This is an optimization exercise on Yosys and OpenROAD, whose aim is small area and a short achievable clock period, not a production implementation. Function was checked by simulation only, so behaviour that the tests miss may differ from the original. No activity file was given, so power comes from the tool's default toggle rates.

==> flow/design.v <==
package fetch_pkg;
    localparam int btb_entries = 64;
    localparam int btb_index_bits = 6;
    localparam int ras_depth = 8;
    localparam int ras_ptr_bits = 3;
    localparam logic [31:0] reset_vector = 32'hbfc0_0000;
    localparam logic [5:0] op_special = 6'h00;
    localparam logic [5:0] op_jal = 6'h03;
    localparam logic [5:0] funct_jr = 6'h08;
    localparam logic [5:0] funct_jalr = 6'h09;
    localparam logic [4:0] reg_ra = 5'd31;
    localparam logic [1:0] src_seq = 2'd0;
    localparam logic [1:0] src_btb = 2'd1;
    localparam logic [1:0] src_ras = 2'd2;
    localparam logic [1:0] src_redirect = 2'd3;
    typedef struct packed {
        logic [5:0] opcode;
        logic [4:0] rs;
        logic [4:0] rt;
        logic [4:0] rd;
        logic [4:0] shamt;
        logic [5:0] funct;
    } r_view_t;
    typedef struct packed {
        logic [5:0]  opcode;
        logic [25:0] index;
    } j_view_t;
    typedef union packed {
        r_view_t r;
        j_view_t j;
    } instr_u;
endpackage
module btb_predictor (
    input  logic        clk,
    input  logic        rst_n,
    input  logic [63:0] la_oh,       
    input  logic [31:8] pc_tag,      
    input  logic        upd_valid,
    input  logic [31:0] upd_pc,
    input  logic        upd_taken,
    input  logic [31:2] upd_target,
    output logic        btb_sel,     
    output logic [31:2] btb_target
);
    logic [63:0] valid_q;
    logic [31:8] tag_q [64];
    logic [31:2] target_q [64];
    logic [1:0]  ctr_q [64];
    logic [5:0]  w_idx;
    logic [63:0] w_oh;
    logic [31:8] w_tag;
    logic        w_hit;
    logic [1:0]  w_ctr;
    logic [1:0]  w_ctr_next;
    assign w_idx = upd_pc[7:2];
    assign w_oh = 64'd1 << w_idx;
    assign w_tag = upd_pc[31:8];
    logic [26:0] u0 [64];
    logic [26:0] u1 [32];
    logic [26:0] u2 [16];
    logic [26:0] u3 [8];
    logic [26:0] u4 [4];
    logic [26:0] u5 [2];
    logic [26:0] u6;
    always_comb begin
        for (int i = 0; i < 64; i++) u0[i] = {valid_q[i], ctr_q[i], tag_q[i]};
        for (int i = 0; i < 32; i++) u1[i] = w_idx[0] ? u0[2*i+1] : u0[2*i];
        for (int i = 0; i < 16; i++) u2[i] = w_idx[1] ? u1[2*i+1] : u1[2*i];
        for (int i = 0; i < 8; i++)  u3[i] = w_idx[2] ? u2[2*i+1] : u2[2*i];
        for (int i = 0; i < 4; i++)  u4[i] = w_idx[3] ? u3[2*i+1] : u3[2*i];
        for (int i = 0; i < 2; i++)  u5[i] = w_idx[4] ? u4[2*i+1] : u4[2*i];
        u6 = w_idx[5] ? u5[1] : u5[0];
    end
    assign w_hit = u6[26] && (u6[23:0] == w_tag);
    assign w_ctr = u6[25:24];
    always_comb begin
        if (!w_hit) w_ctr_next = upd_taken ? 2'd2 : w_ctr;
        else if (upd_taken) w_ctr_next = (w_ctr == 2'd3) ? 2'd3 : w_ctr + 2'd1;
        else w_ctr_next = (w_ctr == 2'd0) ? 2'd0 : w_ctr - 2'd1;
    end
    logic [31:8] l_tag;
    logic [31:2] l_tgt;
    logic        l_vt;
    logic        fwd;
    always_comb begin
        l_tag = '0;
        l_tgt = '0;
        l_vt = 1'b0;
        fwd = 1'b0;
        for (int i = 0; i < 64; i++) begin
            l_tag = l_tag | ({24{la_oh[i]}} & tag_q[i]);
            l_tgt = l_tgt | ({30{la_oh[i]}} & target_q[i]);
            l_vt = l_vt | (la_oh[i] & valid_q[i] & ctr_q[i][1]);
            fwd = fwd | (la_oh[i] & w_oh[i]);
        end
    end
    logic fwd_taken;
    logic vt_d;
    logic vt_q;
    logic [31:8] tag_nq;
    assign fwd_taken = upd_valid && upd_taken && fwd;
    always_comb begin
        if (fwd_taken) begin
            vt_d = !(w_hit && w_ctr == 2'd0);
        end else begin
            vt_d = l_vt && !(upd_valid && fwd && w_hit && !w_ctr[0]);
        end
    end
    always_ff @(posedge clk) begin
        vt_q <= rst_n && vt_d;
        tag_nq <= fwd_taken ? w_tag : l_tag;
        btb_target <= fwd_taken ? upd_target : l_tgt;
    end
    assign btb_sel = vt_q && (tag_nq == pc_tag);
    always_ff @(posedge clk) begin
        for (int i = 0; i < 64; i++) begin
            if (!rst_n) begin
                valid_q[i] <= 1'b0;
            end else if (upd_valid && upd_taken && w_oh[i]) begin
                valid_q[i] <= 1'b1;
            end
        end
    end
    always_ff @(posedge clk) begin
        for (int i = 0; i < 64; i++) begin
            if (upd_valid && w_oh[i]) begin
                if (upd_taken) begin
                    tag_q[i] <= w_tag;
                    target_q[i] <= upd_target;
                end
                ctr_q[i] <= w_ctr_next;
            end
        end
    end
endmodule
module return_stack (
    input  logic        clk,
    input  logic        rst_n,
    input  logic [31:2] seq,          
    input  logic [31:0] instr,
    input  logic        advance,
    input  logic        flush,
    output logic        is_ret,
    output logic        ras_valid,    
    output logic [31:2] ras_target
);
    logic [31:2] stack_q [8];
    logic [2:0]  top_q;
    logic [3:0]  count_q;
    logic [2:0]  push_ptr;
    logic        is_call;
    assign is_call = (instr[31:26] == 6'h03)
        || (instr[31:26] == 6'h00 && instr[5:0] == 6'h09 && instr[15:11] == 5'd31);
    assign is_ret = instr[31:26] == 6'h00 && instr[5:0] == 6'h08 && instr[25:21] == 5'd31;
    assign ras_valid = (count_q != 4'd0);
    assign push_ptr = top_q + 3'd1;
    assign ras_target = stack_q[top_q];
    always_ff @(posedge clk) begin
        if (!rst_n || flush) begin
            top_q <= '0;
            count_q <= '0;
        end else if (advance) begin
            if (is_call) begin
                top_q <= push_ptr;
                if (count_q != 4'd8) count_q <= count_q + 4'd1;
            end else if (is_ret && ras_valid) begin
                top_q <= top_q - 3'd1;
                count_q <= count_q - 4'd1;
            end
        end
    end
    always_ff @(posedge clk) begin
        for (int i = 0; i < 8; i++) begin
            if (advance && is_call && push_ptr == 3'(i)) begin
                stack_q[i] <= seq;
            end
        end
    end
endmodule
module ret_decode (
    input  logic [31:0] instr,
    output logic        g,
    output logic        h
);
    logic a, b, c, d, e, f;
    fp_nor3  u_a (.a(instr[31]), .b(instr[30]), .c(instr[29]), .y(a));
    fp_nor3  u_b (.a(instr[28]), .b(instr[27]), .c(instr[26]), .y(b));
    fp_nor3  u_c (.a(instr[5]),  .b(instr[4]),  .c(instr[2]),  .y(c));
    fp_nor2b u_d (.a(instr[1]),  .b(instr[0]),  .cn(instr[3]), .y(d));
    fp_nand3 u_e (.a(instr[25]), .b(instr[24]), .c(instr[23]), .y(e));
    fp_nand2 u_f (.a(instr[22]), .b(instr[21]), .y(f));
    fp_nand3 u_g (.a(a), .b(b), .c(c), .y(g));
    fp_nor2b u_h (.a(e), .b(f), .cn(d), .y(h));
endmodule
module fp_nor3 (input logic a, input logic b, input logic c, output logic y);
    assign y = !(a || b || c);
endmodule
module fp_nand3 (input logic a, input logic b, input logic c, output logic y);
    assign y = !(a && b && c);
endmodule
module fp_nand2 (input logic a, input logic b, output logic y);
    assign y = !(a && b);
endmodule
module fp_nor2b (input logic a, input logic b, input logic cn, output logic y);
    assign y = cn && !a && !b;
endmodule
module ret_select (
    input  logic redirect,
    input  logic g,
    input  logic h,
    output logic s1,
    output logic s0
);
    assign s1 = !redirect && !g && h;
    assign s0 = !redirect && (g || !h);
endmodule
module npc_bit (
    input  logic redirect,
    input  logic rpc,
    input  logic s1,
    input  logic y,
    input  logic s0,
    input  logic x,
    output logic o
);
    logic n_r;
    logic n_y;
    logic n_x;
    fp_nand2 u_r (.a(redirect), .b(rpc), .y(n_r));
    fp_nand2 u_y (.a(s1), .b(y), .y(n_y));
    fp_nand2 u_x (.a(s0), .b(x), .y(n_x));
    fp_nand3 u_o (.a(n_r), .b(n_y), .c(n_x), .y(o));
endmodule
module next_pc_select (
    input  logic        redirect,
    input  logic [31:2] redirect_pc,
    input  logic [31:0] instr,
    input  logic        btb_sel,
    input  logic [31:2] btb_target,
    input  logic        ras_valid,
    input  logic [31:2] ras_target,
    input  logic [31:2] seq,
    output logic [31:2] next_pc,
    output logic [1:0]  pred_src
);
    logic        g;
    logic        h;
    logic        s1;
    logic        s0;
    logic [31:2] x;
    logic [31:2] y;
    ret_decode u_dec (.instr(instr), .g(g), .h(h));
    ret_select u_sel (.redirect(redirect), .g(g), .h(h), .s1(s1), .s0(s0));
    assign x = btb_sel ? btb_target : seq;
    assign y = ras_valid ? ras_target : x;
    for (genvar b = 2; b < 32; b++) begin : g_bit
        npc_bit u_bit (.redirect(redirect), .rpc(redirect_pc[b]), .s1(s1), .y(y[b]),
                       .s0(s0), .x(x[b]), .o(next_pc[b]));
    end
    assign pred_src[1] = redirect || (s1 && ras_valid);
    assign pred_src[0] = redirect || (s1 && !ras_valid && btb_sel) || (s0 && btb_sel);
endmodule
module fetch_predict (
    input  logic        clk,
    input  logic        rst_n,
    input  logic        stall,
    input  logic [31:0] instr,
    input  logic        redirect,
    input  logic [31:0] redirect_pc,
    input  logic        commit_valid,
    input  logic [31:0] commit_pc,
    input  logic        commit_taken,
    input  logic [31:0] commit_target,
    output logic [31:0] pc,
    output logic [31:0] next_pc,
    output logic [1:0]  pred_src
);
    logic [31:2] pc_q;
    logic [31:2] pc_d;
    logic [31:2] npc;
    logic        btb_sel;
    logic [31:2] btb_target;
    logic        is_ret;
    logic        ras_valid;
    logic [31:2] ras_target;
    always_comb begin
        if (!rst_n) pc_d = 30'h2ff0_0000;         
        else if (redirect || !stall) pc_d = npc;
        else pc_d = pc_q;
    end
    logic [31:2] seq_q;
    always_ff @(posedge clk) begin
        pc_q <= pc_d;
        seq_q <= pc_d + 30'd1;
    end
    logic [63:0] pc_oh;
    logic [63:0] la_oh;
    assign pc_oh = 64'd1 << pc_q[7:2];
    logic [63:0] oh_e;
    logic [63:0] oh_f;
    logic [63:0] oh_r;
    logic        lg;
    logic        lh;
    logic        t_red;
    logic        t_stall;
    logic        t_ret;
    logic        t_seq;
    assign oh_r = 64'd1 << redirect_pc[7:2];
    assign oh_e = btb_sel ? 64'd1 << btb_target[7:2] : {pc_oh[62:0], pc_oh[63]};
    assign oh_f = ras_valid ? 64'd1 << ras_target[7:2] : oh_e;
    ret_decode u_la_dec (.instr(instr), .g(lg), .h(lh));
    la_select u_la_sel (.redirect(redirect), .stall(stall), .g(lg), .h(lh),
                        .t_red(t_red), .t_stall(t_stall), .t_ret(t_ret), .t_seq(t_seq));
    for (genvar i = 0; i < 64; i++) begin : g_la
        la_bit u_la_bit (.t_red(t_red), .r(oh_r[i]), .t_stall(t_stall), .p(pc_oh[i]),
                         .t_ret(t_ret), .f(oh_f[i]), .t_seq(t_seq), .e(oh_e[i]), .o(la_oh[i]));
    end
    btb_predictor i_btb_predictor (
        .clk       (clk),
        .rst_n     (rst_n),
        .la_oh     (la_oh),
        .pc_tag    (pc_q[31:8]),
        .upd_valid (commit_valid),
        .upd_pc    (commit_pc),
        .upd_taken (commit_taken),
        .upd_target(commit_target[31:2]),
        .btb_sel   (btb_sel),
        .btb_target(btb_target)
    );
    return_stack i_return_stack (
        .clk       (clk),
        .rst_n     (rst_n),
        .seq       (seq_q),
        .instr     (instr),
        .advance   (!stall && !redirect),
        .flush     (redirect),
        .is_ret    (is_ret),
        .ras_valid (ras_valid),
        .ras_target(ras_target)
    );
    next_pc_select i_next_pc_select (
        .redirect   (redirect),
        .redirect_pc(redirect_pc[31:2]),
        .instr      (instr),
        .btb_sel    (btb_sel),
        .btb_target (btb_target),
        .ras_valid  (ras_valid),
        .ras_target (ras_target),
        .seq        (seq_q),
        .next_pc    (npc),
        .pred_src   (pred_src)
    );
    assign pc = {pc_q, 2'b00};
    assign next_pc = {npc, 2'b00};
endmodule
module la_select (
    input  logic redirect,
    input  logic stall,
    input  logic g,
    input  logic h,
    output logic t_red,
    output logic t_stall,
    output logic t_ret,
    output logic t_seq
);
    assign t_red = redirect;
    assign t_stall = !redirect && stall;
    assign t_ret = !redirect && !stall && !g && h;
    assign t_seq = !redirect && !stall && (g || !h);
endmodule
module la_bit (
    input  logic t_red,
    input  logic r,
    input  logic t_stall,
    input  logic p,
    input  logic t_ret,
    input  logic f,
    input  logic t_seq,
    input  logic e,
    output logic o
);
    assign o = (t_red && r) || (t_stall && p) || (t_ret && f) || (t_seq && e);
endmodule
==> flow/run.sh <==
#!/bin/bash
# synth_recipe.tcl (not shown) runs the flow's synth.tcl, then flattens the netlist and writes it again
# the make line also repeats each setting of config.mk as NAME=value (left out here)
make -C /OpenROAD-flow-scripts/flow DESIGN_CONFIG=/design/flow/config.mk WORK_HOME=/design/flow/orfs CLKGATE_MAP_FILE= SYNTH_SCRIPT=/design/flow/synth_recipe.tcl finish
==> flow/config.mk <==
export PLATFORM = sky130hd
export DESIGN_NAME = fetch_predict
export DESIGN_NICKNAME = fetch_predict
export VERILOG_FILES = /design/flow/design.v
export SDC_FILE = /design/flow/constraint.sdc
export NUM_CORES = 4
export LEC_CHECK = 0
export CAP_MARGIN = 20
export CORE_MARGIN = 2
export CORE_UTILIZATION = 40
export PLACE_DENSITY = 0.55
export SETUP_SLACK_MARGIN = 4.5
export SLEW_MARGIN = 20
export SYNTH_HIERARCHICAL = 1
export SYNTH_MINIMUM_KEEP_SIZE = 0
==> flow/constraint.sdc <==
create_clock -name core_clock -period 10.5 [get_ports {clk}]
set_input_delay 2.1000 -clock core_clock [delete_from_list [all_inputs] [get_ports {clk}]]
set_output_delay 2.1000 -clock core_clock [all_outputs]
set_load 0.01 [all_outputs]
==> summary.md, run 1 <==
| Metric | Value |
|---|---|
| Drc violations | `0` |
| Final min period | `about 6.3 ns` |
| Leak pwr | `approximately 60 nW` |
| Final hold slack | `0.499 ns` |
| GR Overflow Total | `0` |
| Slew Limit Fails | `0` |
| CP required | `about 11 ns` |
| Die width | `around 640 um` |
| DRT Wirelength | `roughly 840 mm` |
| Hold Vio Cnt, Final | `0` |
| P per Cell Area | `~180 nW/um2` |
| Post-synthesis average cell area | `between 15 and 20 um2` |
| Slew headroom | `0.0477` |
| # IOs | `200` |
| Height of the die | `643 um` |
| CTS Sinks | `4010` |
| Post-route ant nets | `0` |
| Final setup viols | `0` |
| Mapped Cells | `slightly below 10000` |
| Core ar. | `~400000 um2` |
| Nets@finish | `between 10000 and 15000` |
| Synth warnings | `19` |
| Commonest non-fill, non-tap cell in the layout | `edfxtp_1` |
| Min-Delay Path Class | `reg -> reg` |
| Total Neg Setup Slack | `0 ns` |
| Initial Util | `0.402` |
| Unrepaired setup endpoints after global routing | `yes` |
| Measured slew at the worst slew-check pin | `1.43 ns` |
| First-pass GRT wire length | `about 1100 mm` |
| Clk buf depth | `4` |
| HPWL after detailed placement | `446 mm` |
| CP arrival | `6.90 ns` |
| Crit path max fanout | `64` |
| Clk Latency, worst-skew pair | `about 1.0 ns` |
| Port bufs | `~180` |
| Final RePlAce weighted congestion | `between 0.9 and 1` |
| Setup Crit Path Kind | `in -> reg` |
| Vias post-DR | `about 120k` |
| Pre-Repair DR Iteration Count | `9` |
| Die area | `roughly 410000 um2` |
| Crit start category | `primary input` |
| H-tree levels | `5` |
| Achievable Freq | `159 MHz` |
| CTS tree | `built` |
| Vias per Instance | `between 7 and 8` |
| Vias in the first global route | `roughly 110k` |
| CP Capture Type | `register` |
| Row count | `234` |
| DR iter-0 viols | `approximately 28000` |
| Post-CTS Hold Buffers | `0` |
| Worst VDD drop | `~0.00014 V` |
| Largest net degree at the start of global routing | `100` |
| Clk slew on worst S/H paths | `0.06 ns` |
| Most frequent cells in the layout | `edfxtp_1, a22oi_1, nor2_1` |
| CTS root buf | `clkbuf_16` |
| Layout cells sized above 1 | `0.192` |
| Tot GR Track Use | `0.393` |
| Wire length per cell | `between 50 and 60 um` |
| Initial antenna violation count | `85` |
| Status | `finished clean` |
| Post-Syn Area | `163000 um2` |
| Maxcap violations | `0` |
| Inserted Clock Buffers | `between 400 and 500` |
| Clk_skew | `0.108 ns` |
| Layout area overhead | `15.8%` |
| Fin crit share | `0.598` |
repair_timing:
action / in CTS / in global routing
resized for setup: 315 / 83
buffers inserted: 51 / 22
setup endpoints to repair: 215 / 213
gates cloned: 11 / 9
pin swaps: 25 / 16
hold endpoints to repair: 0 / 0
path summary, 6_finish.rpt:
path	start	cells past startpoint	endpoint	slack [ns]
worst max-delay path	commit_pc[4]	11	i_btb_predictor.ctr_q[45][0]	4.22
worst min-delay path	i_btb_predictor.valid_q[19]	2	i_btb_predictor.valid_q[19]	0.50
worst min register to register	i_btb_predictor.valid_q[19]	2	i_btb_predictor.valid_q[19]	0.50
worst max register to register	i_return_stack.top_q[1]	19	i_btb_predictor.vt_q	4.51
cell type report:
type                       count  area (um2)
fill                       34714      217000
antenna                      103         258
sequential                  4010      119000
clock buffer                 505       10700
multi-input combinational   5088       43400
clock inverter               262        2610
timing repair buffer         661        6640
tap                         5428        6790
inverter                      17        70.1
power breakdown:
group	leakage (nW)	total, W	internal [W]	switching [W]
Combinational	16.5	0.00187	0.000550	0.00132
Clock	6.46	0.0148	0.00819	0.00661
Sequential	36.0	0.0180	0.0177	0.000365
Total	58.9	0.0347	0.0264	0.00830
per-layer routing:
metal | global-route usage | part of all wire
met5 | 0 | 0.00058
met4 | 0.258 | 0.082
met3 | 0.164 | 0.17
met2 | 0.555 | 0.41
met1 | 0.493 | 0.34
metrics by stage:
step,util,instances,area [um2],worst slack [ns],power [W]
after detailed placement,0.426,15108,173000,2.37,0.0200
final,0.465,16074,189000,4.22,0.0347
after global routing,0.465,15980,189000,4.43,0.0352
after floorplan,-,9807,163000,4.27,0.0189
after CTS,0.463,15937,188000,4.45,0.0344
after global placement,0.426,15104,173000,2.48,0.0200
worst max-delay path, cell delays in order:
cell       delay (ns)
clkbuf_16        0.32
buf_16           0.42
nand2_1          0.42
o22ai_1          0.23
o22ai_1          0.10
a211oi_1         0.41
mux2i_2          0.60
nand4_1          0.41
or4_4            0.60
nor4b_2          0.44
mux2_8           0.55
state kept, by name, summed over array words and instances (netlist names):
| name | cells |
|---|---|
| i_btb_predictor.valid_q | 64 |
| i_btb_predictor.btb_target | 30 |
| i_btb_predictor.vt_q | 1 |
| i_return_stack.stack_q | 240 |
| i_btb_predictor.target_q | 1920 |
| i_btb_predictor.tag_nq | 24 |
| i_btb_predictor.ctr_q | 128 |
| i_return_stack.top_q | 3 |
| i_return_stack.count_q | 4 |
| pc_q | 30 |
| seq_q | 30 |
| i_btb_predictor.tag_q | 1536 |
==> run 2: changes to the inputs <==
--- a/flow/design.v
+++ b/flow/design.v
@@ -34,7 +34,7 @@
     input  logic        clk,
     input  logic        rst_n,
     input  logic [63:0] la_oh,       
-    input  logic [31:8] pc_tag,      
+    input  logic [31:8] la_tag,      
     input  logic        upd_valid,
     input  logic [31:0] upd_pc,
     input  logic        upd_taken,
@@ -95,23 +95,19 @@
         end
     end
     logic fwd_taken;
-    logic vt_d;
-    logic vt_q;
-    logic [31:8] tag_nq;
+    logic sel_d;
     assign fwd_taken = upd_valid && upd_taken && fwd;
     always_comb begin
         if (fwd_taken) begin
-            vt_d = !(w_hit && w_ctr == 2'd0);
+            sel_d = (w_tag == la_tag) && !(w_hit && w_ctr == 2'd0);
         end else begin
-            vt_d = l_vt && !(upd_valid && fwd && w_hit && !w_ctr[0]);
+            sel_d = l_vt && (l_tag == la_tag) && !(upd_valid && fwd && w_hit && !w_ctr[0]);
         end
     end
     always_ff @(posedge clk) begin
-        vt_q <= rst_n && vt_d;
-        tag_nq <= fwd_taken ? w_tag : l_tag;
+        btb_sel <= rst_n && sel_d;
         btb_target <= fwd_taken ? upd_target : l_tgt;
     end
-    assign btb_sel = vt_q && (tag_nq == pc_tag);
     always_ff @(posedge clk) begin
         for (int i = 0; i < 64; i++) begin
             if (!rst_n) begin
@@ -223,13 +219,7 @@
     input  logic x,
     output logic o
 );
-    logic n_r;
-    logic n_y;
-    logic n_x;
-    fp_nand2 u_r (.a(redirect), .b(rpc), .y(n_r));
-    fp_nand2 u_y (.a(s1), .b(y), .y(n_y));
-    fp_nand2 u_x (.a(s0), .b(x), .y(n_x));
-    fp_nand3 u_o (.a(n_r), .b(n_y), .c(n_x), .y(o));
+    assign o = (redirect && rpc) || (s1 && y) || (s0 && x);
 endmodule
 module next_pc_select (
     input  logic        redirect,
@@ -319,7 +309,7 @@
         .clk       (clk),
         .rst_n     (rst_n),
         .la_oh     (la_oh),
-        .pc_tag    (pc_q[31:8]),
+        .la_tag    (pc_d[31:8]),
         .upd_valid (commit_valid),
         .upd_pc    (commit_pc),
         .upd_taken (commit_taken),
==> run 2 against run 1 <==
Clock-buffer cell count is 18 higher. Synthesized cell count is 3.2% lower. Global-route usage is 2.1 points higher. Sequential power hardly changed. Largest cell class unchanged. Hold slack worse by 0.011 ns. Cell count is 0.70% higher. First-iteration DRC count is 7.7% higher. Critical endpoint is now i_btb_predictor.ctr_q[59][1]. Sequential cell count is 24 lower.
==> summary.md, run 2 <==
| Metric | Value |
|---|---|
| Status | `finished clean (unchanged)` |
| Fill cell count | `33791 (was 34714)` |
| Core ar. | `403000 um2 (was 406000 um2)` |
| Wire length per cell | `54.2 um (was 52.5 um)` |
| Die area | `411000 um2 (was 413000 um2)` |
| Biggest registers after layout | `i_btb_predictor.target_q (1920), i_btb_predictor.tag_q (1536), i_return_stack.stack_q (240) (unchanged)` |
| Crit start category | `primary input (unchanged)` |
| Post-layout util | `0.480 (was 0.465)` |
| Port bufs | `179 (unchanged)` |
| Number of flip-flops in the largest register | `1920 (unchanged)` |
| Layout cells sized above 1 | `0.235 (was 0.192)` |
| CTS root buf | `clkbuf_16 (unchanged)` |
| Post-synthesis average cell area | `17.1 um2 (was 16.7 um2)` |
| Vias per Instance | `7.76 (was 7.60)` |
| Largest net degree at the start of global routing | `86 (was 100)` |
| Pre-Repair DR Iteration Count | `8 (was 9)` |
| Unrepaired setup endpoints after global routing | `yes (unchanged)` |
| Initial antenna violation count | `111 (was 85)` |
| Min-Delay Path Class | `reg -> reg (unchanged)` |
| Layout area overhead | `19.3% (was 15.8%)` |
| Final RePlAce weighted congestion | `0.998 (was 0.969)` |
| Nets@finish | `10451 (was 10332)` |
| Die width | `641 um (was 643 um)` |
| Total Neg Setup Slack | `0 ns (unchanged)` |
| Worst VDD drop | `0.000150 V (was 0.000143 V)` |
| Most frequent cells in the layout | `edfxtp_1, buf_4, a22oi_1 (was edfxtp_1, a22oi_1, nor2_1)` |
| Measured slew at the worst slew-check pin | `1.35 ns (was 1.43 ns)` |
| Mapped Cells | `9491 (was 9804)` |
| Reg2Reg Setup Slack | `4.27 ns (was 4.51 ns)` |
| Vias in the first global route | `110415 (was 108950)` |
| GR Overflow Total | `0 (unchanged)` |
| Fin crit share | `0.604 (was 0.598)` |
| Final min period | `6.34 ns (was 6.28 ns)` |
| Slew headroom | `0.101 (was 0.0477)` |
| Achievable Freq | `158 MHz (was 159 MHz)` |
| Post-Syn Area | `162000 um2 (was 163000 um2)` |
| Hold Vio Cnt, Final | `0 (unchanged)` |
| Maxcap violations | `0 (unchanged)` |
| Clk_skew | `0.0807 ns (was 0.108 ns)` |
| Row count | `233 (was 234)` |
| CTS Sinks | `3986 (was 4010)` |
| CP arrival | `7.01 ns (was 6.90 ns)` |
| H-tree levels | `5 (unchanged)` |
| Post-route ant nets | `0 (unchanged)` |
| Tot GR Track Use | `0.414 (was 0.393)` |
| Commonest non-fill, non-tap cell in the layout | `edfxtp_1 (unchanged)` |
| Setup Crit Path Kind | `in -> reg (unchanged)` |
| Clk buf depth | `4 (unchanged)` |
| CP Capture Type | `register (unchanged)` |
| DRT Wirelength | `876 mm (was 843 mm)` |
| CTS tree | `built (unchanged)` |
| Clk slew on worst S/H paths | `0.06 ns (about the same)` |
| P per Cell Area | `179 nW/um2 (was 183 nW/um2)` |
| Crit path max fanout | `32 (was 64)` |
| HPWL after detailed placement | `467 mm (was 446 mm)` |
| Slew Limit Fails | `0 (unchanged)` |
| Initial Util | `0.402 (about the same)` |
| Vias post-DR | `125598 (was 122185)` |
| Leak pwr | `61.3 nW (was 58.9 nW)` |
| Inserted Clock Buffers | `407 (was 409)` |
| Biggest register | `i_btb_predictor.target_q (unchanged)` |
| CP required | `11.17 ns (was 11.11 ns)` |
| Height of the die | `641 um (was 643 um)` |
| DR iter-0 viols | `29762 (was 27635)` |
| # IOs | `200 (unchanged)` |
| Final setup viols | `0 (unchanged)` |
| Synth warnings | `19 (unchanged)` |
| Clk Latency, worst-skew pair | `1.04 ns (about the same)` |
| Drc violations | `0 (unchanged)` |
| First-pass GRT wire length | `1110 mm (was 1080 mm)` |
-- run 2: changes by cell type in the layout (fill, tap and decap cells not counted), moves of 36 or more --
cell and delta:
a221oi_1 +197, a22o_1 +215, a22oi_1 -464, a22oi_2 +41
buf_12 +45, buf_4 +274, buf_6 +60, nand2_1 -110
nand3_1 -71, nor2_1 -170, nor3_1 -36, o21a_1 +62
-- run 2: per-layer routing --
layer	up-vias	wire length, um	global-route usage
met2	15427	351000	0.565
li1	42279	-	-
met5	-	1080	0.0171
met1	63659	286000	0.510
met4	78	75300	0.270
met3	4155	163000	0.213
-- run 2: final timing paths --
| kind | startpoint | end | cells past startpoint |
|---|---|---|---|
| worst min register to register | i_btb_predictor.valid_q[16] | i_btb_predictor.valid_q[16] | 1 |
| worst max-delay path | commit_pc[6] | i_btb_predictor.ctr_q[59][1] | 12 |
| worst min-delay path | i_btb_predictor.valid_q[16] | i_btb_predictor.valid_q[16] | 1 |
| worst max register to register | i_return_stack.top_q[0] | i_btb_predictor.btb_sel | 22 |
-- run 2: power breakdown --
group	internal (W)	switching [W]	total [W]
registers	0.0175	0.000218	0.0177
logic	0.000630	0.00148	0.00211
clock network	0.00830	0.00654	0.0148
-- run 2: layout make-up --
cell class,count,area [um2],share of cell area
antenna,131,328,0.00169
multi-input combinational,4784,43600,0.225
clock inverter,230,2470,0.0128
sequential,3986,118000,0.610
timing repair buffer,1077,11200,0.0579
clock buffer,523,10900,0.0562
inverter,50,193,0.000995
tap,5405,6760,0.0349
-- run 2: timing repair --
action / CTS / global route
gates resized for setup: 506 / 166
pin swaps: 120 / 98
buffers inserted: 291 / 102
cloned: 31 / 8
setup endpoints to repair: 244 / 232
hold buffers: 0 / 0
-- run 2: critical path: stages --
cell and delay (ns):
buf_6 0.32, buf_6 0.38, or4_4 0.60, buf_4 0.49, o22ai_1 0.15, nor4_1 0.52
nand2_1 0.20, xnor2_1 0.28, nor4_2 0.58, and4b_1 0.38, nand3_4 0.26, maj3_4 0.58
-- run 2: per-stage QoR --
stage	setup slack [ns]	instances	cell area [um2]	total power (W)	hold slack [ns]
CTS	4.44	15938	191000	0.0344	0.490
detailed placement	1.98	14863	173000	0.0199	0.478
finish	4.16	16186	194000	0.0347	0.488
global placement	1.70	14857	173000	0.0198	0.466
floorplan	4.15	9494	163000	0.0187	0.449
global route	4.33	16080	193000	0.0351	0.514

[port drivers added, routing unchanged]
In the flow no input, the clock included, has a driving cell. The finished layouts below were timed again as built, in two steps.
Step 1 assumes that a clkbuf_16 drives the clock port and a buf_2 every other input.
Step 2, shift: input delay + t, output delay - t, t = (earliest + latest rising clock arrival at the registers) / 2. This alone moves slack from input paths to output paths.
Three values: ideal ports, drivers, drivers and shift; two values: the first two.
run	shift t [ns]	setup WS [ns]	worst hold slack (ns)	worst slew at a driven data input, ns
run 1	1.095	4.218 / 4.268 / 3.173	0.499 / 0.499 / 0.499	0.32
run 2	1.108	4.163 / 4.145 / 3.037	0.488 / 0.488 / 0.488	0.42
After both steps setup and hold are still met in every run listed. The setup slack of run 2, which loses most, moves by -0.018 ns with the drivers and by -1.126 ns with both steps.
